This is an optimization exercise on Yosys and OpenROAD, whose aim is small area, a short achievable clock period and few clock cycles per item, not a production implementation.
Only simulation tests tie the RTL to the original design; equivalence was not proved.
Power figures rest on the tool's default switching activity, not on a simulated workload.

==> flow/design.v <==
`default_nettype none
package olst_pkg;
  localparam logic [1:0] KIND_PUSH = 2'd0;
  localparam logic [1:0] KIND_REM  = 2'd1;
  localparam logic [1:0] KIND_INS  = 2'd2;
  localparam logic [1:0] KIND_DUMP = 2'd3;
  localparam logic [2:0] STAT_DONE      = 3'd0;
  localparam logic [2:0] STAT_NOT_FOUND = 3'd1;
  localparam logic [2:0] STAT_FULL      = 3'd2;
  localparam logic [2:0] STAT_APPENDED  = 3'd3;
  localparam logic [2:0] STAT_EMPTY     = 3'd4;
endpackage
`default_nettype wire
`default_nettype none
module olst_cell (
  input  logic        clk_i,
  input  logic        rst_ni,
  input  logic        sel_left_i,
  input  logic        sel_right_i,
  input  logic        sel_item_i,
  input  logic        load_i,        
  input  logic [31:0] key_i,         
  input  logic [31:0] item_i,
  input  logic        item_cmp_i,    
  input  logic [31:0] left_val_i,
  input  logic        left_vld_i,
  input  logic        left_cmp_i,
  input  logic [31:0] right_val_i,
  input  logic        right_vld_i,
  input  logic        right_cmp_i,
  output logic [31:0] val_o,
  output logic        vld_o,
  output logic        cmp_o,         
  output logic        hit_o          
);
  logic [31:0] val_q;
  logic        vld_q, hit_q;
  always_ff @(posedge clk_i or negedge rst_ni) begin
    if (!rst_ni) begin
      vld_q <= 1'b0;
    end else if (sel_left_i) begin
      vld_q <= left_vld_i;
    end else if (sel_right_i) begin
      vld_q <= right_vld_i;
    end else if (sel_item_i) begin
      vld_q <= 1'b1;
    end
  end
  logic        s_l, s_r, s_i, s_h;
  logic [31:0] val_d;
  assign s_l   = sel_left_i;
  assign s_r   = sel_right_i && !sel_left_i;
  assign s_i   = sel_item_i && !sel_left_i && !sel_right_i;
  assign s_h   = !sel_left_i && !sel_right_i && !sel_item_i;
  assign val_d = ({32{s_l}} & left_val_i) | ({32{s_r}} & right_val_i) |
                 ({32{s_i}} & item_i)     | ({32{s_h}} & val_q);
  always_ff @(posedge clk_i) begin
    val_q <= val_d;
  end
  always_ff @(posedge clk_i) begin
    if (load_i) begin
      if (sel_left_i)       hit_q <= left_cmp_i;
      else if (sel_right_i) hit_q <= right_cmp_i;
      else if (sel_item_i)  hit_q <= item_cmp_i;
      else                  hit_q <= cmp_o;
    end
  end
  assign val_o = val_q;
  assign vld_o = vld_q;
  assign cmp_o = vld_q && (val_q == key_i);
  assign hit_o = hit_q;
endmodule
`default_nettype wire
`default_nettype none
import olst_pkg::*;
module ordered_list_engine #(
  parameter int CAPACITY = 16
) (
  input  logic               clk_i,
  input  logic               rst_ni,
  input  logic               in_valid_i,
  output logic               in_stall_o,
  input  logic [1:0]         kind_i,
  input  logic signed [31:0] key_i,
  input  logic signed [31:0] item_i,
  output logic               out_valid_o,
  input  logic               out_stall_i,
  output logic signed [31:0] value_o,
  output logic [2:0]         status_o,
  output logic [4:0]         count_o,
  output logic               last_o
);
  localparam int N = 16;
  logic        req_v_q, stall_q, more_q;
  logic [1:0]  kind_q;
  logic [31:0] item_q;
  logic [31:0] val [N];
  logic [N-1:0] vld, cmp, hit;
  logic [4:0]  cnt_q;
  logic [3:0]  idx_q;
  logic        out_v_q, skid_v_q;
  logic [31:0] out_val_q;
  logic        skid_dump_q;    
  logic [3:0]  skid_idx_q;     
  logic [2:0]  out_st_q, skid_st_q;
  logic [4:0]  out_cnt_q, skid_cnt_q;
  logic        out_last_q, skid_last_q;
  logic exec, is_push, is_rem, is_ins, is_dump, full, empty, any_hit;
  logic ins_go, rem_go, take, load, in_acc, item_cmp;
  assign exec     = req_v_q && !skid_v_q;
  assign is_push  = (kind_q == KIND_PUSH);
  assign is_rem   = (kind_q == KIND_REM);
  assign is_ins   = (kind_q == KIND_INS);
  assign is_dump  = (kind_q == KIND_DUMP);
  assign full     = vld[N-1];
  assign empty    = !vld[0];
  assign any_hit  = |hit;
  assign ins_go   = exec && (is_push || is_ins) && !full;
  assign rem_go   = exec && is_rem;
  assign in_stall_o = stall_q;
  assign load       = !stall_q;
  assign in_acc     = in_valid_i && load;
  assign take       = out_v_q && !out_stall_i;
  assign item_cmp   = (item_q == key_i);
  logic [N-1:0] p0, p1, p2, p3, incl;
  always_comb begin
    p0 = hit;
    p0[0] = hit[0] || is_push;
    for (int i = 0; i < N; i++) p1[i] = p0[i] | ((i % 2  >= 1) ? p0[(i/2)*2]     : 1'b0);
    for (int i = 0; i < N; i++) p2[i] = p1[i] | ((i % 4  >= 2) ? p1[(i/4)*4 + 1] : 1'b0);
    for (int i = 0; i < N; i++) p3[i] = p2[i] | ((i % 8  >= 4) ? p2[(i/8)*8 + 3] : 1'b0);
    for (int i = 0; i < N; i++) incl[i] = p3[i] | ((i % 16 >= 8) ? p3[7] : 1'b0);
  end
  for (genvar g = 0; g < N; g++) begin : g_cell
    logic [31:0] lval, rval;
    logic        lvld, rvld, lcmp, rcmp, s_left, s_right, s_item;
    if (g == 0) begin : g_head
      assign lval   = item_q;
      assign lvld   = 1'b1;
      assign lcmp   = item_cmp;
      assign s_left = 1'b0;
    end else begin : g_mid
      assign lval   = val[g-1];
      assign lvld   = vld[g-1];
      assign lcmp   = cmp[g-1];
      assign s_left = ins_go && (incl[g-1] || !vld[g-1]);
    end
    if (g == N - 1) begin : g_tail
      assign rval = '0;
      assign rvld = 1'b0;
      assign rcmp = 1'b0;
    end else begin : g_body
      assign rval = val[g+1];
      assign rvld = vld[g+1];
      assign rcmp = cmp[g+1];
    end
    assign s_right = rem_go && incl[g];
    assign s_item  = ins_go && (incl[g] || !vld[g]);
    olst_cell u_cell (
      .clk_i       (clk_i),
      .rst_ni      (rst_ni),
      .sel_left_i  (s_left),
      .sel_right_i (s_right),
      .sel_item_i  (s_item),
      .load_i      (load),
      .key_i       (key_i),
      .item_i      (item_q),
      .item_cmp_i  (item_cmp),
      .left_val_i  (lval),
      .left_vld_i  (lvld),
      .left_cmp_i  (lcmp),
      .right_val_i (rval),
      .right_vld_i (rvld),
      .right_cmp_i (rcmp),
      .val_o       (val[g]),
      .vld_o       (vld[g]),
      .cmp_o       (cmp[g]),
      .hit_o       (hit[g])
    );
  end
  logic [31:0] rd_val;
  assign rd_val = val[skid_v_q ? skid_idx_q : idx_q];
  logic [31:0] res_val;
  logic [2:0]  res_st;
  logic [4:0]  cnt_d;
  logic        res_last;
  always_comb begin
    res_val  = '0;
    res_st   = STAT_DONE;
    res_last = 1'b1;
    cnt_d    = cnt_q;
    unique case (kind_q)
      KIND_PUSH: begin
        if (full) res_st = STAT_FULL;
        else      cnt_d  = cnt_q + 5'd1;
      end
      KIND_REM: begin
        if (any_hit) cnt_d  = cnt_q - 5'd1;
        else         res_st = STAT_NOT_FOUND;
      end
      KIND_INS: begin
        if (full) res_st = STAT_FULL;
        else begin
          cnt_d = cnt_q + 5'd1;
          if (!any_hit) res_st = STAT_APPENDED;
        end
      end
      default: begin
        if (empty) res_st = STAT_EMPTY;
        else begin
          res_val  = rd_val;
          res_last = !more_q;
        end
      end
    endcase
  end
  logic req_v_d, more_d, skid_v_d, cnt_ge2;
  assign cnt_ge2 = (exec ? cnt_d : cnt_q) >= 5'd2;
  always_comb begin
    req_v_d  = in_acc || stall_q;
    more_d   = more_q;
    if (load) begin
      more_d = (kind_i == KIND_DUMP) && cnt_ge2;
    end else if (exec && is_dump) begin
      more_d = ((idx_q + 5'd2) != cnt_q);
    end
    skid_v_d = skid_v_q;
    if (exec && out_v_q && !take) skid_v_d = 1'b1;
    else if (take)                skid_v_d = 1'b0;
  end
  always_ff @(posedge clk_i or negedge rst_ni) begin
    if (!rst_ni) begin
      req_v_q  <= 1'b0;
      stall_q  <= 1'b0;
      more_q   <= 1'b0;
      cnt_q    <= '0;
      idx_q    <= '0;
      out_v_q  <= 1'b0;
      skid_v_q <= 1'b0;
    end else begin
      req_v_q  <= req_v_d;
      more_q   <= more_d;
      skid_v_q <= skid_v_d;
      stall_q  <= req_v_d && (skid_v_d || more_d);
      if (exec) begin
        cnt_q <= cnt_d;
        if (is_dump) idx_q <= more_q ? idx_q + 4'd1 : 4'd0;
      end
      if (exec || take) out_v_q <= exec || skid_v_q;
    end
  end
  always_ff @(posedge clk_i) begin
    if (load) begin
      kind_q <= kind_i;
      item_q <= item_i;
    end
    if (exec) begin
      if (!out_v_q || take) begin
        out_val_q  <= res_val;
        out_st_q   <= res_st;
        out_cnt_q  <= cnt_d;
        out_last_q <= res_last;
      end else begin
        skid_dump_q <= is_dump && !empty;
        skid_idx_q  <= idx_q;
        skid_st_q   <= res_st;
        skid_cnt_q  <= cnt_d;
        skid_last_q <= res_last;
      end
    end else if (take) begin
      out_val_q  <= skid_dump_q ? rd_val : 32'd0;
      out_st_q   <= skid_st_q;
      out_cnt_q  <= skid_cnt_q;
      out_last_q <= skid_last_q;
    end
  end
  assign out_valid_o = out_v_q;
  assign value_o     = out_val_q;
  assign status_o    = out_st_q;
  assign count_o     = out_cnt_q;
  assign last_o      = out_last_q;
endmodule
`default_nettype wire
==> flow/run.sh <==
#!/bin/bash
# synth_recipe.tcl (not shown) runs the flow's synth.tcl, then flattens the netlist and writes it again
# the make line also repeats each setting of config.mk as NAME=value (left out here)
make -C /OpenROAD-flow-scripts/flow DESIGN_CONFIG=/design/flow/config.mk WORK_HOME=/design/flow/orfs CLKGATE_MAP_FILE= SYNTH_SCRIPT=/design/flow/synth_recipe.tcl finish
==> flow/config.mk <==
export PLATFORM = sky130hd
export DESIGN_NAME = ordered_list_engine
export DESIGN_NICKNAME = ordered_list_engine
export VERILOG_FILES = /design/flow/design.v
export SDC_FILE = /design/flow/constraint.sdc
export NUM_CORES = 4
export LEC_CHECK = 0
export CAP_MARGIN = 20
export CORE_MARGIN = 2
export CORE_UTILIZATION = 40
export SETUP_SLACK_MARGIN = 3.0
export SLEW_MARGIN = 20
==> flow/constraint.sdc <==
create_clock -name core_clock -period 6.0 [get_ports {clk_i}]
set_input_delay 1.2000 -clock core_clock [delete_from_list [all_inputs] [get_ports {clk_i}]]
set_output_delay 1.2000 -clock core_clock [all_outputs]
set_load 0.01 [all_outputs]
==> summary.txt, run 1 <==
Synthesis
  • Number of enable flip-flop cells after synthesis: 105
  • Async SR Flop Fraction: 4.637%
  • Synth warn: 3
  • Number of synthesized register bits: 647
  • Post-synth net total: 4,128
  • Post-synthesis sequential area ratio: 39.16%
  • Synth Cell Area: 36,140 sq um
  • Dominant synthesized flop cell: dfxtp_1
  • Synth cell types: 67
  • Cells after Synth: 4,054
  • Avg Inst Size Synth: 8.915 sq um

Clocking
  • Clock Latency Late Sink: 710 ps
  • H-Tree Depth: 3
  • Clock buffer depth: 3
  • Cts hold-fix bufs: 0
  • Worst-path clk slew: 70 ps
  • CTS tree: built
  • Root Buffer: clkbuf_16
  • Clock sinks: 647
  • Total CTS buffers: 78

Drt
  • Initial DRC count: 8,760
  • Number of remaining DRC errors: 0
  • Final wirelength: 209,700 microns
  • 1st-pass router iterations: 15
  • Vias/cell: 7.261
  • Post-DRT Antenna Nets: 0
  • Drt wl/cell: 39.35 microns
  • Via Count: 38,700

Die
  • Placement row count: 110
  • Die H: 304.6 microns
  • Die Area: 92,770 sq um
  • Die W: 304.6 microns
  • Initial Utilization: 40.27%
  • Core area: 89,740 sq um
  • Top Ports: 113

Timing
  • Final worst slack: 2827 ps
  • Setup TNS: 0 ps
  • Final setup fails: 0
  • Max-Slew Margin vs Limit: 17.12%
  • Final Hold Viols: 0
  • Clk_skew: 49.80 ps
  • Worst hold slack: 511.9 ps
  • Max Slew Vio Count: 0
  • Least-Margin Pin Slew: 1243 ps
  • Fmax: 315.1 MHz
  • Unrepaired setup endpoints after global routing: true
  • Tmin final: 3173 ps
  • Period utilisation layout: 52.89%

Place
  • RePlAce Congestion: 1.101
  • Dpl cell area: 38,790 sq um
  • Buffers on Ports: 112
  • Detailed Place HPWL: 148,000 microns
  • Pre-CTS WS: 1592 ps
  • DP Cell Count: 5,078

Global route
  • Total GRT Usage: 43.04%
  • Largest net degree at the start of global routing: 68
  • First-pass GRT wire length: 285,000 microns
  • Vias in the first global route: 34,760
  • Gr ovfl total: 0
  • Antenna violations before repair: 12

Pwr
  • Maximum vdd drop: 0.0002845 V
  • Static Leak: 16.68 nW
  • Total power: 29.08 mW
  • PwrDens: 673.0 nW/um^2

Setup path
  • Crit Path Class: flip-flop to flip-flop
  • Family with the most delay on the worst path: simple AND/OR/NAND/NOR gates
  • Crit. End Element: flip-flop
  • Buf/Inv on CP: 2
  • Crit path DAT: 3580 ps
  • Max incr delay on CP: 550 ps
  • Worst EP required: 6400 ps
  • Startpoint types: flip-flop
  • Critical-path top delay cell: dfrtp_4
  • Cell chain of the critical path: or3b_2 > nand2_1 > buf_6 > and2_4 > buf_12 > a221oi_1 > and3_1 > a31oi_2
  • Worst-path fanout max: 23

Final layout
  • Final instance area: 43,210 sq um
  • Multi-input logic area: 21,470 sq um
  • Final std cells w/o fill: 5,330
  • Layout cell share with drive strength beyond 1: 14.04%
  • Filler cells: 8,641
  • Register Area: 14,160 sq um
  • Layout Area Growth over Synthesis: 19.56%
  • End-of-flow core utilization: 48.15%
  • Nets: 4,162

Job
  • Max_cap viols: 0

Min path
  • Worst Hold Class: flip-flop to flip-flop

Status
  • Status: timing/DRC/antenna clean
==> cells in the mapped netlist (all sizes together), types with 3 or more instances <==
library cell	number	area share (%)
edfxtp	105	8.7
nor3b	7	0.20
a22oi	359	7.5
clkbuf	342	3.6
xor2	384	9.3
or3	4	0.069
and3	13	0.23
mux2i	133	3.7
or4	4	0.083
ha	4	0.14
a22o	48	1.2
inv	15	0.16
buf	67	0.83
nand4	76	1.3
nand3b	6	0.12
a222oi	330	9.1
o221a	26	0.81
nor3	54	0.82
o221ai	4	0.097
o31ai	5	0.10
a21oi	40	0.57
o22ai	3	0.052
nor4	103	1.8
o21ai	184	2.5
nand2	794	8.2
and2	5	0.087
or2	6	0.10
o211ai	5	0.10
or3b	6	0.15
nand3	63	0.87
a31oi	17	0.29
nor2b	7	0.12
a221oi	42	1.0
mux2	8	0.25
nor2	42	0.44
o32ai	7	0.17
xnor2	171	4.1
dfxtp	512	28
dfrtp	30	2.1
==> per-layer routing <==
layer  vias up  wire [microns]  track usage (%)
met1     18730           76960            54.93
met3       890           30580            14.88
li1      15520               -                -
met5         -             204           0.8269
met2      3548           84670            62.34
met4        18           17320            25.89
==> tightest hold or removal path, cell delays in order, from the launching register on <==
cell,delay (ps)
dfxtp_1,360
nand2_1,70
nand2_1,40
==> registers in the layout, summed over array words and instances (netlist names), 4 cells and up <==
signal	count
g_cell.u_cell.val_q	512
item_q	32
out_val_q	32
g_cell.u_cell.hit_q	16
g_cell.u_cell.vld_q	16
cnt_q	5
out_cnt_q	5
skid_cnt_q	5
idx_q	4
skid_idx_q	4
==> repair_timing <==
item	CTS	global route
hold endpoints to repair	0	0
setup endpoints to repair	561	276
gates cloned	7	2
pin swaps	14	22
gates resized for setup	155	104
setup buffers	44	53
==> final cells by class <==
class	count	area share [%]
timing repair buffer	356	7.929
tap	1176	3.405
multi-input combinational	2990	49.70
antenna	1	0.005792
clock buffer	111	5.354
inverter	15	0.1303
clock inverter	34	0.7066
sequential	647	32.77
==> kinds of logic after synthesis <==
group                    Yosys count  synth area share (%)
AND/OR/NAND/NOR                 1196                 14.84
buffers and inverters            424                 4.535
flip-flops                       647                 39.16
adder cells (fa/ha/maj)            4                0.1385
AO/OA/AOI/OAI                   1087                 23.94
multiplexers                     141                 3.933
XOR/XNOR                         555                 13.45
==> path summary, 6_finish.rpt <==
path | endpoint | slack, ps | cells past startpoint | from
setup / recovery | out_val_q[21] | 2830 | 8 | skid_v_q
setup reg to reg | out_val_q[21] | 2830 | 8 | skid_v_q
max in group asynchronous | skid_v_q | 4860 | 1 | rst_ni
hold reg to reg | g_cell[0].u_cell.val_q[18] | 510 | 2 | g_cell[0].u_cell.val_q[18]
min in group asynchronous | skid_v_q | 590 | 1 | rst_ni
hold / removal | g_cell[0].u_cell.val_q[18] | 510 | 2 | g_cell[0].u_cell.val_q[18]
==> placed cells by master, fill, tap and decap left out, types with 29 or more instances in the layout <==
master | Yosys | layout
a221oi_1 | 42 | 41
a222oi_1 | 330 | 330
a22o_1 | 48 | 48
a22oi_1 | 359 | 344
buf_4 | 0 | 180
clkbuf_16 | 0 | 86
clkdlybuf4s50_1 | 0 | 86
dfxtp_1 | 512 | 512
edfxtp_1 | 105 | 105
mux2i_1 | 133 | 132
nand2_1 | 794 | 789
nand3_1 | 63 | 61
nand4_1 | 76 | 76
nor2_1 | 42 | 29
nor4_1 | 101 | 85
o21ai_0 | 152 | 152
o21ai_1 | 32 | 32
xnor2_1 | 171 | 162
xor2_1 | 384 | 382
==> report_power, final <==
group	total (mW)	leakage, nW	internal (mW)	switching, mW
clock network	4.98	1.28	2.87	2.11
registers	11.3	5.65	6.63	4.67
logic	12.8	9.74	4.60	8.21
Testbench counts, summed over its fixed seeds: cycles 6,003, items 3,072.
==> inputs of run 2 (changes only) <==
--- a/flow/design.v
+++ b/flow/design.v
@@ -23,12 +23,12 @@
   input  logic [31:0] item_i,
-  input  logic        item_cmp_i,    
+  input  logic        item_hit_i,    
   input  logic [31:0] left_val_i,
   input  logic        left_vld_i,
-  input  logic        left_cmp_i,
+  input  logic        left_hit_i,
   input  logic [31:0] right_val_i,
   input  logic        right_vld_i,
-  input  logic        right_cmp_i,
+  input  logic        right_hit_i,
   output logic [31:0] val_o,
   output logic        vld_o,
-  output logic        cmp_o,         
+  output logic        hsrc_o,        
   output logic        hit_o          
@@ -60,8 +60,6 @@
   always_ff @(posedge clk_i) begin
-    if (load_i) begin
-      if (sel_left_i)       hit_q <= left_cmp_i;
-      else if (sel_right_i) hit_q <= right_cmp_i;
-      else if (sel_item_i)  hit_q <= item_cmp_i;
-      else                  hit_q <= cmp_o;
-    end
+    if (sel_left_i)       hit_q <= left_hit_i;
+    else if (sel_right_i) hit_q <= right_hit_i;
+    else if (sel_item_i)  hit_q <= item_hit_i;
+    else                  hit_q <= hsrc_o;
   end
@@ -69,3 +67,3 @@
   assign vld_o = vld_q;
-  assign cmp_o = vld_q && (val_q == key_i);
+  assign hsrc_o = load_i ? (vld_q && (val_q == key_i)) : hit_q;
   assign hit_o = hit_q;
@@ -97,3 +95,3 @@
   logic [31:0] val [N];
-  logic [N-1:0] vld, cmp, hit;
+  logic [N-1:0] vld, hsrc, hit;
   logic [4:0]  cnt_q;
@@ -103,3 +101,2 @@
   logic        skid_dump_q;    
-  logic [3:0]  skid_idx_q;     
   logic [2:0]  out_st_q, skid_st_q;
@@ -108,3 +105,4 @@
   logic exec, is_push, is_rem, is_ins, is_dump, full, empty, any_hit;
-  logic ins_go, rem_go, take, load, in_acc, item_cmp;
+  logic ins_go, rem_go, rot, take, load, in_acc, item_hit, to_out;
+  logic [31:0] ibus;
   assign exec     = req_v_q && !skid_v_q;
@@ -119,2 +117,6 @@
   assign rem_go   = exec && is_rem;
+  assign to_out   = !out_v_q || take;
+  assign rot      = (exec && is_dump && !empty && to_out) ||
+                    (skid_v_q && skid_dump_q && take);
+  assign ibus     = (is_dump || skid_v_q) ? val[0] : item_q;
   assign in_stall_o = stall_q;
@@ -123,3 +125,3 @@
   assign take       = out_v_q && !out_stall_i;
-  assign item_cmp   = (item_q == key_i);
+  assign item_hit   = (is_dump || skid_v_q) ? hsrc[0] : (item_q == key_i);
   logic [N-1:0] p0, p1, p2, p3, incl;
@@ -137,5 +139,5 @@
     if (g == 0) begin : g_head
-      assign lval   = item_q;
+      assign lval   = ibus;
       assign lvld   = 1'b1;
-      assign lcmp   = item_cmp;
+      assign lcmp   = item_hit;
       assign s_left = 1'b0;
@@ -144,3 +146,3 @@
       assign lvld   = vld[g-1];
-      assign lcmp   = cmp[g-1];
+      assign lcmp   = hsrc[g-1];
       assign s_left = ins_go && (incl[g-1] || !vld[g-1]);
@@ -154,6 +156,8 @@
       assign rvld = vld[g+1];
-      assign rcmp = cmp[g+1];
-    end
-    assign s_right = rem_go && incl[g];
-    assign s_item  = ins_go && (incl[g] || !vld[g]);
+      assign rcmp = hsrc[g+1];
+    end
+    logic nvld;
+    assign nvld = (g == N - 1) ? 1'b0 : vld[(g + 1) % N];
+    assign s_right = (rem_go && incl[g]) || (rot && nvld);
+    assign s_item  = (ins_go && (incl[g] || !vld[g])) || (rot && vld[g] && !nvld);
     olst_cell u_cell (
@@ -166,13 +170,13 @@
       .key_i       (key_i),
-      .item_i      (item_q),
-      .item_cmp_i  (item_cmp),
+      .item_i      (ibus),
+      .item_hit_i  (item_hit),
       .left_val_i  (lval),
       .left_vld_i  (lvld),
-      .left_cmp_i  (lcmp),
+      .left_hit_i  (lcmp),
       .right_val_i (rval),
       .right_vld_i (rvld),
-      .right_cmp_i (rcmp),
+      .right_hit_i (rcmp),
       .val_o       (val[g]),
       .vld_o       (vld[g]),
-      .cmp_o       (cmp[g]),
+      .hsrc_o      (hsrc[g]),
       .hit_o       (hit[g])
@@ -180,4 +184,2 @@
   end
-  logic [31:0] rd_val;
-  assign rd_val = val[skid_v_q ? skid_idx_q : idx_q];
   logic [31:0] res_val;
@@ -210,3 +212,3 @@
         else begin
-          res_val  = rd_val;
+          res_val  = val[0];
           res_last = !more_q;
@@ -227,3 +229,3 @@
     skid_v_d = skid_v_q;
-    if (exec && out_v_q && !take) skid_v_d = 1'b1;
+    if (exec && !to_out)          skid_v_d = 1'b1;
     else if (take)                skid_v_d = 1'b0;
@@ -257,3 +259,3 @@
     if (exec) begin
-      if (!out_v_q || take) begin
+      if (to_out) begin
         out_val_q  <= res_val;
@@ -264,3 +266,2 @@
         skid_dump_q <= is_dump && !empty;
-        skid_idx_q  <= idx_q;
         skid_st_q   <= res_st;
@@ -270,3 +271,3 @@
     end else if (take) begin
-      out_val_q  <= skid_dump_q ? rd_val : 32'd0;
+      out_val_q  <= skid_dump_q ? val[0] : 32'd0;
       out_st_q   <= skid_st_q;
==> flow/flow/run.sh (new file) <==
#!/bin/bash
# The standard layout, with the port buffers made of plain buffers and the
# resizer free to change a cell's footprint (the platform default keeps each
# cell in its footprint, so the port buffers stay slow delay cells).
set -euo pipefail
bash standard.sh MATCH_CELL_FOOTPRINT=0 \
  "BUFFER_PORTS_ARGS=-buffer_cell sky130_fd_sc_hd__buf_2" finish > make.log 2>&1
==> flow/standard.sh (new file) <==
#!/bin/bash
# synth_recipe.tcl (not shown) runs the flow's synth.tcl, then flattens the netlist and writes it again
# the make line also repeats each setting of config.mk as NAME=value (left out here)
make -C /OpenROAD-flow-scripts/flow DESIGN_CONFIG=/design/flow/config.mk WORK_HOME=/design/flow/orfs CLKGATE_MAP_FILE= SYNTH_SCRIPT=/design/flow/synth_recipe.tcl "${@:-finish}"
--- a/flow/config.mk
+++ b/flow/config.mk
@@ -9,4 +9,4 @@
 export CORE_MARGIN = 2
-export CORE_UTILIZATION = 40
-export SETUP_SLACK_MARGIN = 3.0
+export CORE_UTILIZATION = 50
+export SETUP_SLACK_MARGIN = 3.3
 export SLEW_MARGIN = 20
removed: flow/run.sh
==> run 2 against run 1 <==
Compared with the run above:
- setup slack improved by 330 ps
- non-clock buffer count increased by 65
- clock-buffer cell count decreased by 5
- clock skew decreased by 16 ps
- highest routed layer unchanged
- largest power group unchanged
- combinational power increased by 6%
- still clean on timing, DRC and antenna
- wire length decreased by 15%
==> summary.txt, run 2 <==
Status
  • Status: timing/DRC/antenna clean

Drt
  • 1st-pass router iterations: 19 (+4)
  • Post-DRT Antenna Nets: 0 (unchanged)
  • Final wirelength: 179,200 microns (-15%)
  • Drt wl/cell: 37.31 microns (-5.2%)
  • Vias/cell: 7.448 (+2.6%)
  • Number of remaining DRC errors: 0 (unchanged)
  • Via Count: 35,770 (-7.6%)
  • Initial DRC count: 7,876 (-10%)

Timing
  • Setup TNS: 0 ps (unchanged)
  • Unrepaired setup endpoints after global routing: true
  • Final Hold Viols: 0 (unchanged)
  • Fmax: 351.8 MHz (+12%)
  • Least-Margin Pin Slew: 1184 ps (-59.56 ps)
  • Max Slew Vio Count: 0 (unchanged)
  • Max-Slew Margin vs Limit: 20.48% (+3.4 points)
  • Worst hold slack: 509.3 ps (-2.610 ps)
  • Clk_skew: 33.98 ps (-15.81 ps)
  • Period utilisation layout: 47.38% (-5.5 points)
  • Tmin final: 2843 ps (-330.4 ps)
  • Final setup fails: 0 (unchanged)

Global route
  • Total GRT Usage: 47.47% (+4.4 points)
  • GRT met3 Usage: 11.94% (-2.9 points)
  • Met1 Use GR: 58.62% (+3.7 points)
  • GRT Max-Usage Layer: met2
  • Met2 Usage GRT: 69.77% (+7.4 points)
  • Largest net degree at the start of global routing: 66 (-2.9%)
  • First-pass GRT wire length: 239,200 microns (-16%)
  • Antenna violations before repair: 9 (-3)
  • Gr ovfl total: 0 (unchanged)
  • Vias in the first global route: 31,730 (-8.7%)

Clocking
  • H-Tree Depth: 3 (unchanged)
  • Root Buffer: clkbuf_16
  • Worst-path clk slew: 60 ps (about the same)
  • Clock buffer depth: 3 (unchanged)
  • Total CTS buffers: 73 (-6.4%)
  • Clock Latency Late Sink: 660 ps (-50 ps)
  • CTS tree: built
  • Clock sinks: 643 (-0.62%)

Synthesis
  • Area contributors post-synth: dfxtp_1 31%, a222oi_1 8.7%, edfxtp_1 7.6%, xor2_1 7.4%, xnor2_1 7.0%
  • Area leader, netlist: dfxtp_1
  • Avg Inst Size Synth: 9.077 sq um (+1.8%)
  • Synth Cell Area: 33,580 sq um (-7.1%)
  • Dominant synthesized flop cell: dfxtp_1
  • Number of synthesized register bits: 643 (-0.62%)
  • Dominant cell by count in the synthesized netlist: dfxtp_1
  • Cells after Synth: 3,700 (-8.7%)
  • Yosys top cell area share: 31.47% (+3.1 points)
  • Synth warn: 3 (unchanged)
  • Async SR Flop Fraction: 4.666% (+0.029 points)
  • Post-synthesis sequential area ratio: 41.31% (+2.1 points)
  • Post-synth net total: 3,774 (-8.6%)
  • Most common library cells after synthesis: 528 x dfxtp_1, 326 x nand2_1, 317 x o21ai_0
  • Number of enable flip-flop cells after synthesis: 85 (-19%)
  • Synth cell types: 73 (+9.0%)

Final layout
  • Number of flip-flops in the largest register: 512 (unchanged)
  • Register Area: 13,880 sq um (-2.0%)
  • Multi-input logic area: 20,200 sq um (-5.9%)
  • Filler cells: 5,414 (-37%)
  • Layout Area Growth over Synthesis: 26.06%
  • Most common cell after layout, fill and taps aside: dfxtp_1
  • Nets: 3,942 (-5.3%)
  • Most frequent cells in the layout: 525 x dfxtp_1, 311 x nand2_1, 293 x a222oi_1
  • Largest registers: g_cell.u_cell.val_q: 512 flops, item_q: 32 flops, out_val_q: 32 flops
  • Layout cell share with drive strength beyond 1: 21.15% (+7.1 points)
  • Reg with most FFs: g_cell.u_cell.val_q

Die
  • Die W: 263.2 microns (-14%)
  • Die Area: 69,260 sq um (-25%)
  • Die H: 263.2 microns (-14%)
  • Core area: 66,800 sq um (-26%)
  • Top Ports: 113 (unchanged)
  • Placement row count: 95 (-14%)
  • Initial Utilization: 50.28% (+10 points)

Job
  • Max_cap viols: 0 (unchanged)

Setup path
  • Worst reg-to-reg path cell count: 9 (+1)
  • Crit path DAT: 3410 ps (-170 ps)
  • CP startpoint: key_i[3]
  • Startpoint types: input port
  • Crit Path Class: input port to flip-flop
  • Worst EP required: 6570 ps (+170 ps)
  • Worst-path fanout max: 12 (-48%)
  • Crit. End Element: flip-flop
  • R2r startpoint: g_cell[3].u_cell.hit_q

Place
  • RePlAce Congestion: 1.049 (-4.7%)
  • Detailed Place HPWL: 114,300 microns (-23%)
  • Buffers on Ports: 112 (unchanged)

Pwr
  • Static Leak: 15.89 nW (-4.7%)
  • PwrDens: 632.5 nW/um^2 (-6.0%)
  • Maximum vdd drop: 0.0003996 V (+40%)

Min path
  • Worst Hold Depth: 2 (unchanged)
  • Worst Hold Class: flip-flop to flip-flop
  • Hold Startpoint: g_cell[8].u_cell.val_q[17]
## run 2: power by group
part	leakage [nW]	internal (mW)	switching (mW)
clock	1.18	2.63	1.96
sequential	5.56	6.11	2.51
combinational	9.16	4.97	8.59
total	15.9	13.7	13.1
## run 2: final cells by class
class | instances | area share, %
Inverter | 34 | 0.3014
Sequential cell | 643 | 32.79
Timing Repair Buffer | 421 | 10.95
Clock buffer | 106 | 5.107
Clock inverter | 25 | 0.5320
Tap cell | 873 | 2.580
Antenna cell | 5 | 0.02955
Multi-Input combinational cell | 2695 | 47.71
## run 2: worst paths after layout
kind	to	slack (ps)
worst max-delay path	g_cell[11].u_cell.hit_q	3160
worst min-delay path	g_cell[8].u_cell.val_q[17]	510
worst max register to register	g_cell[13].u_cell.val_q[28]	3270
worst min register to register	g_cell[8].u_cell.val_q[17]	510
max in group asynchronous	skid_v_q	4830
min in group asynchronous	g_cell[0].u_cell.vld_q	620
## run 2: per-stage QoR
step	std cells	power [mW]	util (%)	setup slack, ps	area (sq um)
after floorplan	3700	14.30	-	3194	34500
after global placement	4438	18.27	52.61	1924	35150
after detailed placement	4441	18.57	52.68	1894	35190
after CTS	4677	24.44	59.88	3271	40000
after global routing	4797	27.22	63.36	3144	42320
final	4802	26.78	63.38	3157	42340
## run 2: timing repair
item | CTS | global route
endpoints found under the setup margin | 548 | 442
hold buffers | 0 | 0
gates cloned | 29 | 24
gates resized for setup | 312 | 215
setup buffers | 76 | 95
pin swaps | 36 | 70
## run 2: layer usage
layer | wire, microns | part of all wire [%]
met1 | 60300 | 34
met5 | 69 | 0.039
met2 | 74510 | 42
met4 | 20820 | 12
met3 | 23470 | 13
## run 2: cell families (layout without fill, tap and decap cells)
logic type	Yosys count	after routing	share of synthesized area, %
compound gates	1225	1232	25.44
xor+xnor	549	549	14.32
fa+ha+maj	4	4	0.1490
buf+inv	381	586	4.743
flops	643	643	41.31
mux	67	67	2.127
other cells	0	5	0
simple gates	831	843	11.92
## run 2: critical path: stages
cell,delay [ps]
buf_16,140
buf_4,150
xnor2_2,590
nand4_1,200
nor2_2,490
nand4_1,180
and3_1,220
o31ai_1,220
Testbench counts of run 2, summed over its fixed seeds: cycles 6,003, items 3,072.
==> inputs of run 3 (changes only) <==
--- a/flow/design.v
+++ b/flow/design.v
@@ -33,3 +33,4 @@
   output logic        hsrc_o,        
-  output logic        hit_o          
+  output logic        hit_o,         
+  output logic        hit_next_o     
 );
@@ -51,4 +52,4 @@
   assign s_l   = sel_left_i;
-  assign s_r   = sel_right_i && !sel_left_i;
-  assign s_i   = sel_item_i && !sel_left_i && !sel_right_i;
+  assign s_r   = sel_right_i;
+  assign s_i   = sel_item_i;
   assign s_h   = !sel_left_i && !sel_right_i && !sel_item_i;
@@ -59,7 +60,6 @@
   end
-  always_ff @(posedge clk_i) begin
-    if (sel_left_i)       hit_q <= left_hit_i;
-    else if (sel_right_i) hit_q <= right_hit_i;
-    else if (sel_item_i)  hit_q <= item_hit_i;
-    else                  hit_q <= hsrc_o;
+  assign hit_next_o = (s_l & left_hit_i) | (s_r & right_hit_i) |
+                      (s_i & item_hit_i) | (s_h & hsrc_o);
+  always_ff @(posedge clk_i) begin
+    hit_q <= hit_next_o;
   end
@@ -95,3 +95,4 @@
   logic [31:0] val [N];
-  logic [N-1:0] vld, hsrc, hit;
+  logic [N-1:0] vld, hsrc, hit, hit_next;
+  logic [N-1:0] incl_q;          
   logic [4:0]  cnt_q;
@@ -114,3 +115,3 @@
   assign empty    = !vld[0];
-  assign any_hit  = |hit;
+  assign any_hit  = incl_q[N-1];
   assign ins_go   = exec && (is_push || is_ins) && !full;
@@ -126,11 +127,14 @@
   assign item_hit   = (is_dump || skid_v_q) ? hsrc[0] : (item_q == key_i);
-  logic [N-1:0] p0, p1, p2, p3, incl;
+  logic [N-1:0] p1, p2, p3, incl_d;
   always_comb begin
-    p0 = hit;
-    p0[0] = hit[0] || is_push;
-    for (int i = 0; i < N; i++) p1[i] = p0[i] | ((i % 2  >= 1) ? p0[(i/2)*2]     : 1'b0);
+    for (int i = 0; i < N; i++) p1[i] = hit_next[i] | ((i % 2  >= 1) ? hit_next[(i/2)*2] : 1'b0);
     for (int i = 0; i < N; i++) p2[i] = p1[i] | ((i % 4  >= 2) ? p1[(i/4)*4 + 1] : 1'b0);
     for (int i = 0; i < N; i++) p3[i] = p2[i] | ((i % 8  >= 4) ? p2[(i/8)*8 + 3] : 1'b0);
-    for (int i = 0; i < N; i++) incl[i] = p3[i] | ((i % 16 >= 8) ? p3[7] : 1'b0);
-  end
+    for (int i = 0; i < N; i++) incl_d[i] = p3[i] | ((i % 16 >= 8) ? p3[7] : 1'b0);
+  end
+  always_ff @(posedge clk_i) begin
+    incl_q <= incl_d;
+  end
+  logic [N-1:0] at_ins;
+  assign at_ins = incl_q | ~vld | {N{is_push}};
   for (genvar g = 0; g < N; g++) begin : g_cell
@@ -147,3 +151,3 @@
       assign lcmp   = hsrc[g-1];
-      assign s_left = ins_go && (incl[g-1] || !vld[g-1]);
+      assign s_left = ins_go && at_ins[g-1];
     end
@@ -160,4 +164,4 @@
     assign nvld = (g == N - 1) ? 1'b0 : vld[(g + 1) % N];
-    assign s_right = (rem_go && incl[g]) || (rot && nvld);
-    assign s_item  = (ins_go && (incl[g] || !vld[g])) || (rot && vld[g] && !nvld);
+    assign s_right = (rem_go && incl_q[g]) || (rot && nvld);
+    assign s_item  = (ins_go && at_ins[g] && !s_left) || (rot && vld[g] && !nvld);
     olst_cell u_cell (
@@ -181,3 +185,4 @@
       .hsrc_o      (hsrc[g]),
-      .hit_o       (hit[g])
+      .hit_o       (hit[g]),
+      .hit_next_o  (hit_next[g])
     );
--- a/flow/config.mk
+++ b/flow/config.mk
@@ -9,4 +9,4 @@
 export CORE_MARGIN = 2
-export CORE_UTILIZATION = 50
-export SETUP_SLACK_MARGIN = 3.3
+export CORE_UTILIZATION = 45
+export SETUP_SLACK_MARGIN = 3.2
 export SLEW_MARGIN = 20
==> run 3 against run 2 <==
Compared with the run above:
- still clean
- final cell count rose by 1.5%
- sequential cell count rose by 15
- register-to-register slack got worse by 340 ps
- first-iteration DRC count rose by 13%
- sequential share of layout area rose by 2.3 points
- die area rose by 12%
- clock skew fell by 10 ps
- design area fell by 4.6%
- wire length fell by 0.51%
- largest power group is now sequential cells
==> summary.txt, run 3 <==
Status
  • Status: timing/DRC/antenna clean

Synthesis
  • Synth warn: 3 (unchanged)
  • Number of enable flip-flop cells after synthesis: 85 (unchanged)
  • Avg Inst Size Synth: 9.047 sq um (-0.33%)
  • Area leader, netlist: dfxtp_1
  • Post-synthesis mux area share: 1.885% (-0.24 points)
  • Post-synthesis xor/xnor area fraction: 14.02% (-0.29 points)
  • Adder-cell share of the synthesized area: 0.1478% (-0.0012 points)
  • Cells after Synth: 3,742 (+1.1%)
  • Yosys top cell area share: 32.11% (+0.64 points)
  • Dominant synthesized flop cell: dfxtp_1
  • Synth Cell Area: 33,850 sq um (+0.80%)
  • Post-synthesis compound-gate area fraction: 19.46% (-6.0 points)
  • Number of synthesized register bits: 658 (+2.3%)
  • Dominant cell by count in the synthesized netlist: nand2_1
  • Area contributors post-synth: dfxtp_1 32%, a222oi_1 13%, nand2_1 10%, xnor2_1 8.8%, edfxtp_1 7.5%
  • Async SR Flop Fraction: 4.559% (-0.11 points)
  • Simple-gate portion of the synthesized area: 18.31% (+6.4 points)
  • Synth cell types: 83 (+14%)
  • Post-synthesis sequential area ratio: 41.87% (+0.56 points)
  • Most common library cells after synthesis: 942 x nand2_1, 543 x dfxtp_1, 449 x a222oi_1
  • Post-synth net total: 3,816 (+1.1%)
  • Largest family of logic cells by synthesized area: compound AO/OA/AOI/OAI gates

Die
  • Core area: 74,450 sq um (+11%)
  • Initial Utilization: 45.47% (-4.8 points)
  • Die Area: 77,440 sq um (+12%)
  • Placement row count: 100 (+5.3%)
  • Top Ports: 113 (unchanged)
  • Die W: 278.3 microns (+5.7%)
  • Die H: 278.3 microns (+5.7%)

Drt
  • Vias/cell: 7.177 (-3.6%)
  • Initial DRC count: 8,908 (+13%)
  • 1st-pass router iterations: 14 (-5)
  • Final wirelength: 178,200 microns (-0.51%)
  • Post-DRT Antenna Nets: 0 (unchanged)
  • Number of remaining DRC errors: 0 (unchanged)
  • Drt wl/cell: 36.58 microns (-2.0%)
  • Via Count: 34,970 (-2.2%)

Global route
  • Antenna violations before repair: 3 (-6)
  • Largest net degree at the start of global routing: 60 (-9.1%)
  • First-pass GRT wire length: 244,200 microns (+2.1%)
  • Vias in the first global route: 31,660 (-0.21%)
  • Total GRT Usage: 44.18% (-3.3 points)
  • Gr ovfl total: 0 (unchanged)

Setup path
  • Crit. End Element: flip-flop
  • Critical-path top delay cell: nor4_4
  • Crit Reg-Reg Endpoint: incl_q[14]
  • Crit-path most repeated cell: buf_6
  • Startpoint types: input port
  • Crit Path Class: input port to flip-flop
  • Cell chain of the critical path: buf_6 > buf_6 > xnor2_1 > nand4_1 > nor2_1 > and3_1 > and3b_4 > buf_12 > a221oi_2 > nand2_2 > nor4_4 > nand3_1
  • Crit path DAT: 3680 ps (+270 ps)
  • Worst-path fanout max: 10 (-2)
  • Max incr delay on CP: 410 ps (-180 ps)
  • Worst reg-to-reg path cell count: 10 (+1)
  • R2r setup slk: 2930 ps (-340 ps)
  • Worst EP required: 6530 ps (-40 ps)
  • R2r startpoint: kind_q[0]

Timing
  • Final Hold Viols: 0 (unchanged)
  • Final worst slack: 2856 ps (-301.2 ps)
  • Tmin final: 3144 ps (+301.2 ps)
  • Max Slew Vio Count: 0 (unchanged)
  • Final setup fails: 0 (unchanged)
  • Fmax: 318.1 MHz (-9.6%)
  • Least-Margin Pin Slew: 1314 ps (+130.7 ps)
  • Period utilisation layout: 52.40% (+5.0 points)
  • Clk_skew: 24.01 ps (-9.975 ps)
  • Setup TNS: 0 ps (unchanged)
  • Unrepaired setup endpoints after global routing: true
  • Worst hold slack: 495.0 ps (-14.28 ps)
  • Max-Slew Margin vs Limit: 9.867% (-11 points)

Pwr
  • Power share of the combinational group: 38.1% (-13 points)
  • PwrDens: 550.2 nW/um^2 (-13%)
  • Switching power: 10.70 mW (-18%)
  • Static Leak: 16.43 nW (+3.4%)
  • Maximum vdd drop: 0.0003122 V (-22%)
  • Pint: 11.53 mW (-16%)
  • Seq pwr share: 41.0% (+8.8 points)
  • Power share of the clock group: 20.9% (+3.8 points)
  • Switching part of the total: 48.15% (-0.64 points)

Min path
  • Worst Hold Depth: 2 (unchanged)
  • Worst Hold Class: flip-flop to flip-flop
  • Worst Hold Path EP: g_cell[4].u_cell.val_q[11]
  • Hold Startpoint: g_cell[4].u_cell.val_q[11]

Clocking
  • Clock buffer depth: 3 (unchanged)
  • Clock Latency Late Sink: 660 ps (about the same)
  • Root Buffer: clkbuf_16
  • CTS tree: built
  • Total CTS buffers: 74 (+1.4%)
  • Clock sinks: 658 (+2.3%)
  • Cts hold-fix bufs: 0 (unchanged)
  • H-Tree Depth: 3 (unchanged)
  • Worst-path clk slew: 70 ps (about the same)

Final layout
  • Most common cell after layout, fill and taps aside: nand2_1
  • Nets: 3,913 (-0.74%)
  • Reg with most FFs: g_cell.u_cell.val_q
  • Final instance area: 40,400 sq um (-4.6%)
  • Number of flip-flops in the largest register: 512 (unchanged)
  • Layout Area Growth over Synthesis: 19.34%
  • Most frequent cells in the layout: 930 x nand2_1, 543 x dfxtp_1, 449 x a222oi_1
  • Layout cell share with drive strength beyond 1: 16.65% (-4.5 points)
  • Largest registers: g_cell.u_cell.val_q: 512 flops, item_q: 32 flops, out_val_q: 32 flops
  • Final std cells w/o fill: 4,873 (+1.5%)

Place
  • RePlAce Congestion: 1.018 (-2.9%)
  • Pre-CTS WS: 1494 ps (-400.0 ps)
  • Detailed Place HPWL: 116,000 microns (+1.4%)
  • Buffers on Ports: 112 (unchanged)
  • DP Cell Count: 4,596 (+3.5%)
  • Dpl cell area: 35,430 sq um (+0.68%)

Job
  • Max_cap viols: 0 (unchanged)
## run 3: changes by cell type in the layout (fill, tap and decap cells not counted), sizes merged, moves of 18 or more
| cell | delta |
|---|---|
| nor2 | -81 |
| nand4 | +18 |
| a22oi | -193 |
| nor4 | -18 |
| xor2 | -80 |
| o21ai | -387 |
| a222oi | +156 |
| clkbuf | -33 |
| xnor2 | +73 |
| nand2 | +614 |
| a221o | +34 |
| buf | -61 |
| a21oi | -132 |
## run 3: how the worst max path moves through the flow
stage	from	end	slack, ps	cells past startpoint
detailed placement	out_stall_i	incl_q[14]	1490	11
global placement	out_stall_i	incl_q[14]	1520	11
floorplan	out_stall_i	incl_q[14]	2760	10
finish	key_i[5]	incl_q[7]	2860	12
CTS	out_stall_i	incl_q[7]	2950	13
global route	key_i[25]	incl_q[14]	2820	12
## run 3: area by class of cell
class                   instances  area (sq um)
multi-input cells            2728         19200
flip-flops and latches        658         14180
repair buffers                337          3236
clock inverters                38         355.3
diodes                          7         17.52
well taps                     969          1212
inverters                      40         150.1
clock buffers                  96          2047
fillers                      6635         34050
## run 3: layer usage
layer	up-vias	part of all wire (%)	GRT usage (%)
met4	0	9.4	33.33
met1	16550	36	55.88
met2	3414	39	59.55
li1	14210	-	-
met3	793	17	18.02
met5	-	0	0
## run 3: cell families (layout without fill, tap and decap cells)
logic type,after synthesis,in the layout
AO/OA/AOI/OAI,705,709
XOR/XNOR,542,542
adder cells (fa/ha/maj),4,4
buffers and inverters,361,511
flip-flops,658,658
multiplexers,60,60
other,0,7
AND/OR/NAND/NOR,1412,1413
## run 3: power groups by stage
stage	clock, mW	sequential, mW	combinational (mW)
2_1_floorplan	0	7.51	4.54
4_1_cts	4.61	8.81	7.64
3_3_place_gp	0	8.92	7.11
6_report	4.64	9.12	8.47
3_5_place_dp	0	8.92	7.17
5_1_grt	4.79	9.04	8.66
## run 3: worst max-delay path, delay by kind of cell
family,cells,cell delay (ps)
simple gates,7,1360
buf+inv,3,690
compound gates,1,300
xor+xnor,1,90
## run 3: stage by stage
stage | util [%] | total power, mW
2_1_floorplan | - | 12.04
3_3_place_gp | 47.60 | 16.03
3_5_place_dp | 47.60 | 16.08
4_1_cts | 52.98 | 21.07
5_1_grt | 54.25 | 22.49
6_report | 54.27 | 22.23
## run 3: repair_timing
| item | CTS | global route |
|---|---|---|
| setup endpoints to repair | 558 | 240 |
| resized for setup | 224 | 119 |
| buffers inserted | 73 | 45 |
| pin swaps | 36 | 31 |
| cloned | 14 | 3 |
Testbench counts of run 3, summed over its fixed seeds: cycles 6,003, items 3,072.
==> inputs of run 4 (changes only) <==
--- a/flow/design.v
+++ b/flow/design.v
@@ -20,2 +20,3 @@
   input  logic        sel_item_i,
+  input  logic        sel_hold_i,    
   input  logic        load_i,        
@@ -54,3 +55,3 @@
   assign s_i   = sel_item_i;
-  assign s_h   = !sel_left_i && !sel_right_i && !sel_item_i;
+  assign s_h   = sel_hold_i;
   assign val_d = ({32{s_l}} & left_val_i) | ({32{s_r}} & right_val_i) |
@@ -92,3 +93,3 @@
   logic        req_v_q, stall_q, more_q;
-  logic [1:0]  kind_q;
+  logic        push_q, rem_q, ins_q, dump_q, grow_q;    
   logic [31:0] item_q;
@@ -96,3 +97,2 @@
   logic [N-1:0] vld, hsrc, hit, hit_next;
-  logic [N-1:0] incl_q;          
   logic [4:0]  cnt_q;
@@ -109,10 +109,10 @@
   assign exec     = req_v_q && !skid_v_q;
-  assign is_push  = (kind_q == KIND_PUSH);
-  assign is_rem   = (kind_q == KIND_REM);
-  assign is_ins   = (kind_q == KIND_INS);
-  assign is_dump  = (kind_q == KIND_DUMP);
+  assign is_push  = push_q;
+  assign is_rem   = rem_q;
+  assign is_ins   = ins_q;
+  assign is_dump  = dump_q;
   assign full     = vld[N-1];
   assign empty    = !vld[0];
-  assign any_hit  = incl_q[N-1];
-  assign ins_go   = exec && (is_push || is_ins) && !full;
+  assign any_hit  = incl[N-1];    
+  assign ins_go   = exec && grow_q && !full;
   assign rem_go   = exec && is_rem;
@@ -127,17 +127,17 @@
   assign item_hit   = (is_dump || skid_v_q) ? hsrc[0] : (item_q == key_i);
-  logic [N-1:0] p1, p2, p3, incl_d;
+  logic [N-1:0] p0, p1, p2, p3, incl;
   always_comb begin
-    for (int i = 0; i < N; i++) p1[i] = hit_next[i] | ((i % 2  >= 1) ? hit_next[(i/2)*2] : 1'b0);
+    p0 = hit;
+    p0[0] = hit[0] || is_push;
+    for (int i = 0; i < N; i++) p1[i] = p0[i] | ((i % 2  >= 1) ? p0[(i/2)*2]     : 1'b0);
     for (int i = 0; i < N; i++) p2[i] = p1[i] | ((i % 4  >= 2) ? p1[(i/4)*4 + 1] : 1'b0);
     for (int i = 0; i < N; i++) p3[i] = p2[i] | ((i % 8  >= 4) ? p2[(i/8)*8 + 3] : 1'b0);
-    for (int i = 0; i < N; i++) incl_d[i] = p3[i] | ((i % 16 >= 8) ? p3[7] : 1'b0);
-  end
-  always_ff @(posedge clk_i) begin
-    incl_q <= incl_d;
-  end
-  logic [N-1:0] at_ins;
-  assign at_ins = incl_q | ~vld | {N{is_push}};
+    for (int i = 0; i < N; i++) incl[i] = p3[i] | ((i % 16 >= 8) ? p3[7] : 1'b0);
+  end
+  logic [N-1:0] at_ins, nvld;
+  assign at_ins = incl | ~vld;
+  assign nvld   = {1'b0, vld[N-1:1]};
   for (genvar g = 0; g < N; g++) begin : g_cell
     logic [31:0] lval, rval;
-    logic        lvld, rvld, lcmp, rcmp, s_left, s_right, s_item;
+    logic        lvld, rvld, lcmp, rcmp, s_left, s_right, s_item, s_hold;
     if (g == 0) begin : g_head
@@ -162,6 +162,5 @@
     end
-    logic nvld;
-    assign nvld = (g == N - 1) ? 1'b0 : vld[(g + 1) % N];
-    assign s_right = (rem_go && incl_q[g]) || (rot && nvld);
-    assign s_item  = (ins_go && at_ins[g] && !s_left) || (rot && vld[g] && !nvld);
+    assign s_right = (rem_go && incl[g]) || (rot && nvld[g]);
+    assign s_hold  = !((ins_go && at_ins[g]) || (rem_go && incl[g]) || (rot && vld[g]));
+    assign s_item  = (ins_go && at_ins[g] && !s_left) || (rot && vld[g] && !nvld[g]);
     olst_cell u_cell (
@@ -172,2 +171,3 @@
       .sel_item_i  (s_item),
+      .sel_hold_i  (s_hold),
       .load_i      (load),
@@ -198,26 +198,18 @@
     cnt_d    = cnt_q;
-    unique case (kind_q)
-      KIND_PUSH: begin
-        if (full) res_st = STAT_FULL;
-        else      cnt_d  = cnt_q + 5'd1;
-      end
-      KIND_REM: begin
-        if (any_hit) cnt_d  = cnt_q - 5'd1;
-        else         res_st = STAT_NOT_FOUND;
-      end
-      KIND_INS: begin
-        if (full) res_st = STAT_FULL;
-        else begin
-          cnt_d = cnt_q + 5'd1;
-          if (!any_hit) res_st = STAT_APPENDED;
-        end
-      end
-      default: begin
-        if (empty) res_st = STAT_EMPTY;
-        else begin
-          res_val  = val[0];
-          res_last = !more_q;
-        end
-      end
-    endcase
+    if (grow_q) begin
+      if (full) res_st = STAT_FULL;
+      else begin
+        cnt_d = cnt_q + 5'd1;
+        if (ins_q && !any_hit) res_st = STAT_APPENDED;
+      end
+    end else if (rem_q) begin
+      if (any_hit) cnt_d  = cnt_q - 5'd1;
+      else         res_st = STAT_NOT_FOUND;
+    end else begin
+      if (empty) res_st = STAT_EMPTY;
+      else begin
+        res_val  = val[0];
+        res_last = !more_q;
+      end
+    end
   end
@@ -260,3 +252,7 @@
     if (load) begin
-      kind_q <= kind_i;
+      push_q <= (kind_i == KIND_PUSH);
+      rem_q  <= (kind_i == KIND_REM);
+      ins_q  <= (kind_i == KIND_INS);
+      dump_q <= (kind_i == KIND_DUMP);
+      grow_q <= (kind_i == KIND_PUSH) || (kind_i == KIND_INS);
       item_q <= item_i;
--- a/flow/config.mk
+++ b/flow/config.mk
@@ -9,4 +9,4 @@
 export CORE_MARGIN = 2
-export CORE_UTILIZATION = 45
-export SETUP_SLACK_MARGIN = 3.2
+export CORE_UTILIZATION = 50
+export SETUP_SLACK_MARGIN = 3.3
 export SLEW_MARGIN = 20
==> run 4 against run 3 <==
Compared with the run above:
- still clean on timing, DRC and antenna
- synthesized cell count down 12%
- first-iteration DRC count is 33% lower
- sequential cell count down 12
- non-clock buffer count shrank 6
- critical path type unchanged
- largest power group is now combinational cells
- highest routed layer unchanged
==> summary.txt, run 4 <==
Drt
  • Initial DRC count: 5,959 (-33%)
  • Number of remaining DRC errors: 0 (unchanged)
  • Vias/cell: 7.282 (+1.5%)
  • 1st-pass router iterations: 13 (-1)
  • Final wirelength: 139,700 microns (-22%)
  • Via Count: 31,040 (-11%)
  • Drt wl/cell: 32.77 microns (-10%)
  • Post-DRT Antenna Nets: 0 (unchanged)

Clocking
  • Cts hold-fix bufs: 0 (unchanged)
  • Clock sinks: 646 (-1.8%)
  • Worst-path clk slew: 60 ps (about the same)
  • Clock buffer depth: 3 (unchanged)
  • Total CTS buffers: 73 (-1.4%)
  • Root Buffer: clkbuf_16
  • Clock Latency Late Sink: 630 ps (-30 ps)
  • H-Tree Depth: 3 (unchanged)
  • CTS tree: built

Pwr
  • Switching part of the total: 45.71% (-2.4 points)
  • Pint: 14.25 mW (+24%)
  • Power share of the clock group: 17.4% (-3.5 points)
  • PwrDens: 672.7 nW/um^2 (+22%)
  • Static Leak: 14.19 nW (-14%)
  • Switching power: 12.00 mW (+12%)
  • Power share of the combinational group: 47.5% (+9.4 points)
  • Seq pwr share: 35.0% (-6.0 points)
  • Maximum vdd drop: 0.0003001 V (-3.8%)

Synthesis
  • Yosys top cell area share: 32.94% (+0.83 points)
  • Most common library cells after synthesis: 528 x dfxtp_1, 478 x o21ai_0, 418 x a222oi_1
  • Area leader, netlist: dfxtp_1
  • Async SR Flop Fraction: 4.644% (+0.085 points)
  • Number of synthesized register bits: 646 (-1.8%)
  • Avg Inst Size Synth: 9.798 sq um (+8.3%)
  • Synth Cell Area: 32,090 sq um (-5.2%)
  • Post-synthesis sequential area ratio: 43.51% (+1.6 points)
  • Dominant synthesized flop cell: dfxtp_1
  • Cells after Synth: 3,275 (-12%)
  • Area contributors post-synth: dfxtp_1 33%, a222oi_1 13%, xor2_1 8.9%, edfxtp_1 8.2%, o21ai_0 7.5%
  • Post-synth net total: 3,349 (-12%)
  • Synth cell types: 71 (-14%)
  • Dominant cell by count in the synthesized netlist: dfxtp_1
  • Synth warn: 3 (unchanged)
  • Number of enable flip-flop cells after synthesis: 88 (+3.5%)

Timing
  • Unrepaired setup endpoints after global routing: true
  • Max Slew Vio Count: 0 (unchanged)
  • Max-Slew Margin vs Limit: 35.84% (+26 points)
  • Final setup fails: 0 (unchanged)
  • Period utilisation layout: 49.91% (-2.5 points)
  • Tmin final: 2995 ps (-149.3 ps)
  • Fmax: 333.9 MHz (+5.0%)
  • Least-Margin Pin Slew: 959.1 ps (-355.3 ps)
  • Setup TNS: 0 ps (unchanged)
  • Final Hold Viols: 0 (unchanged)
  • Clk_skew: 29.24 ps (+5.233 ps)

Final layout
  • Layout cell share with drive strength beyond 1: 18.59% (+1.9 points)
  • Number of flip-flops in the largest register: 512 (unchanged)
  • Most frequent cells in the layout: 525 x dfxtp_1, 418 x a222oi_1, 376 x o21ai_0
  • Nets: 3,434 (-12%)
  • Most common cell after layout, fill and taps aside: dfxtp_1
  • Filler cells: 5,262 (-21%)
  • Layout Area Growth over Synthesis: 21.64%
  • Register Area: 13,980 sq um (-1.4%)
  • Multi-input logic area: 18,230 sq um (-5.0%)
  • # diodes: 0 (-7)
  • Reg with most FFs: g_cell.u_cell.val_q
  • Final instance area: 39,030 sq um (-3.4%)
  • Largest registers: g_cell.u_cell.val_q: 512 flops, item_q: 32 flops, out_val_q: 32 flops

Die
  • Placement row count: 92 (-8.0%)
  • Initial Utilization: 50.69% (+5.2 points)
  • Die W: 257.3 microns (-7.5%)
  • Die H: 257.3 microns (-7.5%)
  • Core area: 63,310 sq um (-15%)
  • Top Ports: 113 (unchanged)
  • Die Area: 66,220 sq um (-14%)

Setup path
  • Crit. End Element: flip-flop
  • Worst reg-to-reg path cell count: 10 (unchanged)
  • R2r setup slk: 3030 ps (+100 ps)
  • Startpoint types: input port
  • R2r startpoint: push_q
  • Worst EP required: 6550 ps (+20 ps)
  • Crit Path Class: input port to flip-flop
  • Worst-path fanout max: 17 (+7)
  • Crit path DAT: 3550 ps (-130 ps)
  • Crit Reg-Reg Endpoint: g_cell[11].u_cell.val_q[13]

Min path
  • Worst Hold Depth: 2 (unchanged)
  • Hold Startpoint: skid_cnt_q[3]
  • Worst Hold Class: flip-flop to flip-flop
  • Worst Hold Path EP: out_cnt_q[3]

Place
  • Detailed Place HPWL: 92,770 microns (-20%)
  • RePlAce Congestion: 0.9783 (-3.9%)
  • Dpl cell area: 33,560 sq um (-5.3%)
  • Buffers on Ports: 112 (unchanged)

Global route
  • Total GRT Usage: 38.24% (-5.9 points)
  • Antenna violations before repair: 0 (-3)
  • First-pass GRT wire length: 192,700 microns (-21%)
  • Gr ovfl total: 0 (unchanged)
  • Vias in the first global route: 28,290 (-11%)
  • Largest net degree at the start of global routing: 44 (-27%)

Status
  • Status: timing/DRC/antenna clean

Job
  • Max_cap viols: 0 (unchanged)
==> run 4: changes by cell type in the layout (fill, tap and decap cells not counted), moves of 26 or more <==
cell / before / now
buf_4: 148 / 121
xnor2_1: 336 / 212
a22oi_1: 5 / 105
nand4_1: 98 / 72
o21ai_0: 44 / 376
o21ai_1: 9 / 146
a222oi_1: 449 / 418
xor2_1: 200 / 323
nor2_1: 106 / 39
o211ai_1: 5 / 36
nand2_1: 930 / 99
a221o_1: 65 / 0
==> run 4: logic make-up after synthesis <==
logic type,after synthesis,share of synthesized area (%)
DFF,646,43.51
buffers and inverters,356,4.488
AOI/OAI and AO/OA,1219,27.61
muxes,35,1.100
and+or+nand+nor,458,7.935
xor gates and xnor gates,557,15.20
adders and majority gates,4,0.1560
==> run 4: worst max-delay path by stage <==
stage | startpoint | to | depth (start not counted)
final | key_i[14] | g_cell[11].u_cell.hit_q | 8
after global routing | push_q | g_cell[11].u_cell.hit_q | 10
after CTS | push_q | g_cell[14].u_cell.val_q[17] | 8
after detailed placement | out_stall_i | g_cell[11].u_cell.val_q[31] | 7
after global placement | g_cell[2].u_cell.hit_q | g_cell[12].u_cell.val_q[10] | 8
after floorplan | key_i[28] | g_cell[13].u_cell.hit_q | 9
==> run 4: power by group through the flow <==
stage	Clock (mW)	Combinational (mW)	Sequential (mW)
2_1_floorplan	0	7.07	8.13
3_3_place_gp	0	9.78	8.99
3_5_place_dp	0	10.1	9.08
4_1_cts	4.59	10.9	9.00
5_1_grt	4.78	13.1	9.38
6_report	4.58	12.5	9.20
==> run 4: cell type report <==
type | instances | share of cell area (%)
well taps | 846 | 2.712
flip-flops and latches | 646 | 35.81
repair buffers | 331 | 8.408
inverters | 21 | 0.2116
multi-input cells | 2287 | 46.71
clock inverters | 24 | 0.5546
clock buffers | 107 | 5.594
==> run 4: repair_timing <==
item / CTS / global route
setup buffers: 55 / 35
setup endpoints to repair: 545 / 477
gates resized for setup: 192 / 263
cloned: 11 / 27
pin swaps: 36 / 99
==> run 4: layer usage <==
layer	global-route usage [%]	vias to the layer above	share of wire, %
li1	-	13140	-
met1	48.69	15040	36
met2	58.85	2300	44
met3	5.014	557	9.4
met4	29.72	0	11
met5	0	-	0
==> run 4: critical path: stages <==
cell,delay (ps)
buf_4,220
xnor2_1,620
nand4_1,170
nor4_1,340
nand4_1,240
o41ai_4,390
a222oi_1,190
o21ai_1,130
==> run 4: metrics by stage <==
step	setup WS [ps]	hold slack [ps]	total power [mW]	utilization, %	cells
finish	3005	521.1	26.26	61.65	4262
detailed placement	1822	508.9	19.20	53.00	4003
global placement	1638	499.2	18.77	52.79	3997
floorplan	3273	475.9	15.20	-	3275
CTS	3195	524.6	24.48	59.10	4200
global route	2964	545.7	27.27	61.65	4262
Testbench counts of run 4, summed over its fixed seeds: cycles 6,003, items 3,072.
==> inputs of run 5 (changes only) <==
--- a/flow/design.v
+++ b/flow/design.v
@@ -115,3 +115,3 @@
   assign empty    = !vld[0];
-  assign any_hit  = incl[N-1];    
+  assign any_hit  = incl[N-1];
   assign ins_go   = exec && grow_q && !full;
@@ -130,3 +130,2 @@
     p0 = hit;
-    p0[0] = hit[0] || is_push;
     for (int i = 0; i < N; i++) p1[i] = p0[i] | ((i % 2  >= 1) ? p0[(i/2)*2]     : 1'b0);
@@ -137,3 +136,3 @@
   logic [N-1:0] at_ins, nvld;
-  assign at_ins = incl | ~vld;
+  assign at_ins = incl | ~vld | {N{is_push}};
   assign nvld   = {1'b0, vld[N-1:1]};
==> flow/flow/run.sh (replaced) <==
#!/bin/bash
# The standard layout, with the port buffers made of plain buffers and the
# resizer free to change a cell's footprint (the platform default keeps each
# cell in its footprint, so the port buffers stay slow delay cells), and a
# clock tree without dummy loads.
set -euo pipefail
bash standard.sh MATCH_CELL_FOOTPRINT=0 \
  "BUFFER_PORTS_ARGS=-buffer_cell sky130_fd_sc_hd__buf_2" \
  "CTS_ARGS=-sink_clustering_enable -repair_clock_nets -dont_use_dummy_load" \
  finish > make.log 2>&1
==> run 5 against run 4 <==
Compared with the run above:
- clock-buffer cell count is 34 lower
- via count up 9.3%
- area after synthesis up 3.1%
- still clean
- highest routed layer is now met5
==> summary.txt, run 5 <==
Status
  • Status: timing/DRC/antenna clean

Final layout
  • Reg with most FFs: g_cell.u_cell.val_q
  • Filler cells: 5,675 (+7.8%)
  • Largest registers: g_cell.u_cell.val_q: 512 flops, item_q: 32 flops, out_val_q: 32 flops
  • End-of-flow core utilization: 58.16% (-3.5 points)
  • Layout Area Growth over Synthesis: 15.31%
  • Number of flip-flops in the largest register: 512 (unchanged)
  • Multi-input logic area: 18,530 sq um (+1.6%)
  • Register Area: 13,980 sq um (about the same)

Clocking
  • Root Buffer: clkbuf_16
  • Cts hold-fix bufs: 0 (unchanged)
  • Clock buffer depth: 3 (unchanged)
  • Clock sinks: 646 (unchanged)
  • Total CTS buffers: 73 (unchanged)
  • Clock Latency Late Sink: 640 ps (about the same)
  • H-Tree Depth: 3 (unchanged)
  • CTS tree: built

Timing
  • Max-Slew Margin vs Limit: 26.80% (-9.0 points)
  • Unrepaired setup endpoints after global routing: true
  • Least-Margin Pin Slew: 1086 ps (+127.4 ps)
  • Fmax: 355.1 MHz (+6.3%)
  • Setup TNS: 0 ps (unchanged)
  • Tmin final: 2816 ps (-178.4 ps)
  • Clk_skew: 45.79 ps (+16.55 ps)
  • Final setup fails: 0 (unchanged)

Pwr
  • PwrDens: 627.4 nW/um^2 (-6.7%)
  • Static Leak: 14.37 nW (+1.3%)

Place
  • Detailed Place HPWL: 111,800 microns (+20%)
  • RePlAce Congestion: 1.086 (+11%)

Setup path
  • Crit Reg-Reg Endpoint: g_cell[6].u_cell.val_q[13]
  • R2r startpoint: dump_q
  • Crit. End Element: flip-flop
  • CP startpoint: key_i[17]
  • R2r setup slk: 3310 ps (+280 ps)
  • Crit path DAT: 3360 ps (-190 ps)
  • Startpoint types: input port
  • Crit Path Class: input port to flip-flop

Global route
  • GRT Max-Usage Layer: met2
  • Met1 Use GR: 55.77% (+7.1 points)
  • Largest net degree at the start of global routing: 42 (-4.5%)
  • Gr ovfl total: 0 (unchanged)
  • Vias in the first global route: 31,820 (+12%)
  • Total GRT Usage: 47.83% (+9.6 points)

Min path
  • Hold Startpoint: skid_st_q[0]
  • Worst Hold Class: flip-flop to flip-flop
  • Worst Hold Path EP: out_st_q[0]

Die
  • Initial Utilization: 50.43% (-0.25 points)
  • Die W: 261.3 microns (+1.5%)
  • Die Area: 68,270 sq um (+3.1%)
  • Die H: 261.3 microns (+1.5%)

Synthesis
  • Post-synth net total: 3,483 (+4.0%)
  • Area leader, netlist: dfxtp_1
  • Async SR Flop Fraction: 4.644% (unchanged)
  • Dominant synthesized flop cell: dfxtp_1
  • Post-synthesis xor/xnor area fraction: 14.16% (-1.0 points)
  • Post-synthesis compound-gate area fraction: 27.61% (about the same)
  • Most common library cells after synthesis: 528 x dfxtp_1, 495 x xor2_1, 386 x a222oi_1
  • Post-synthesis mux area share: 2.223% (+1.1 points)
  • Synth Cell Area: 33,100 sq um (+3.1%)
  • Synth cell types: 89 (+25%)
  • Avg Inst Size Synth: 9.709 sq um (-0.91%)
  • Area contributors post-synth: dfxtp_1 32%, xor2_1 13%, a222oi_1 12%, edfxtp_1 8.0%, o21ai_0 4.9%
  • Cells after Synth: 3,409 (+4.1%)

Drt
  • 1st-pass router iterations: 15 (+2)
  • Vias/cell: 7.894 (+8.4%)
  • Number of remaining DRC errors: 0 (unchanged)
  • Initial DRC count: 8,007 (+34%)
  • Drt wl/cell: 39.17 microns (+20%)
  • Final wirelength: 168,400 microns (+21%)
  • Via Count: 33,930 (+9.3%)

Job
  • Max_cap viols: 0 (unchanged)
==> run 5: area by class of cell <==
class | count | area share [%]
multi-input combinational | 2375 | 48.55
sequential | 646 | 36.63
timing repair buffer | 290 | 6.737
clock buffer | 73 | 4.786
tap | 864 | 2.832
inverter | 40 | 0.3934
antenna | 10 | 0.06557
==> run 5: per-layer routing <==
layer / part of all wire, % / wire length, microns
met5: 0.045 / 75
met4: 11 / 17720
met3: 15 / 25880
met2: 41 / 68570
met1: 33 / 56130
==> run 5: what timing repair did <==
| action | CTS | global route |
|---|---|---|
| cloned | 1 | 3 |
| pin swaps | 7 | 10 |
| gates resized for setup | 99 | 87 |
| setup endpoints to repair | 539 | 474 |
| buffers inserted | 38 | 26 |
==> run 5: power breakdown <==
group	total [mW]	internal, mW	leakage [nW]	switching, mW
logic	10.6	4.03	7.91	6.60
clock network	3.90	2.13	0.900	1.77
registers	9.42	6.18	5.56	3.24
==> run 5: cells by family after synthesis <==
family,count (synthesis)
xor gates and xnor gates,535
AOI/OAI and AO/OA,1220
DFF,646
adders and majority gates,4
muxes,69
and+or+nand+nor,544
buffers and inverters,391
==> run 5: how the worst max path moves through the flow <==
| stage | end | slack (ps) | depth (start not counted) |
|---|---|---|---|
| 2_1_floorplan | g_cell[10].u_cell.hit_q | 3210 | 8 |
| 3_3_place_gp | g_cell[2].u_cell.hit_q | 2080 | 8 |
| 3_5_place_dp | g_cell[2].u_cell.hit_q | 2030 | 8 |
| 4_1_cts | g_cell[10].u_cell.val_q[2] | 3280 | 8 |
| 5_1_grt | g_cell[6].u_cell.hit_q | 3250 | 9 |
| 6_report | g_cell[10].u_cell.hit_q | 3180 | 8 |
==> run 5: worst max-delay path: stages <==
cell and delay [ps]:
clkbuf_4 310, buf_4 330, xor2_1 170, nor4_1 460
nand4_1 230, nor3_4 380, o21ai_0 140, o2111ai_1 120
==> run 5: through the flow <==
stage                     cell area [sq um]  setup slack (ps)  cells  hold WS [ps]
after global routing                  38150              3245   4290         545.9
after global placement                34720              2075   4145         507.7
after floorplan                       33270              3214   3409         455.7
final                                 38170              3184   4298         529.2
after CTS                             37550              3282   4259         524.4
after detailed placement              34760              2032   4147         514.9
Testbench counts of run 5, summed over its fixed seeds: cycles 6,003, items 3,072.

Setup slack of run 5, layout unchanged: 3.184 ns with ideal ports, 3.207 ns with driving cells assumed (clock clkbuf_16, inputs buf_2), 2.521 ns with port delays also shifted by the 0.686 ns mid clock arrival.
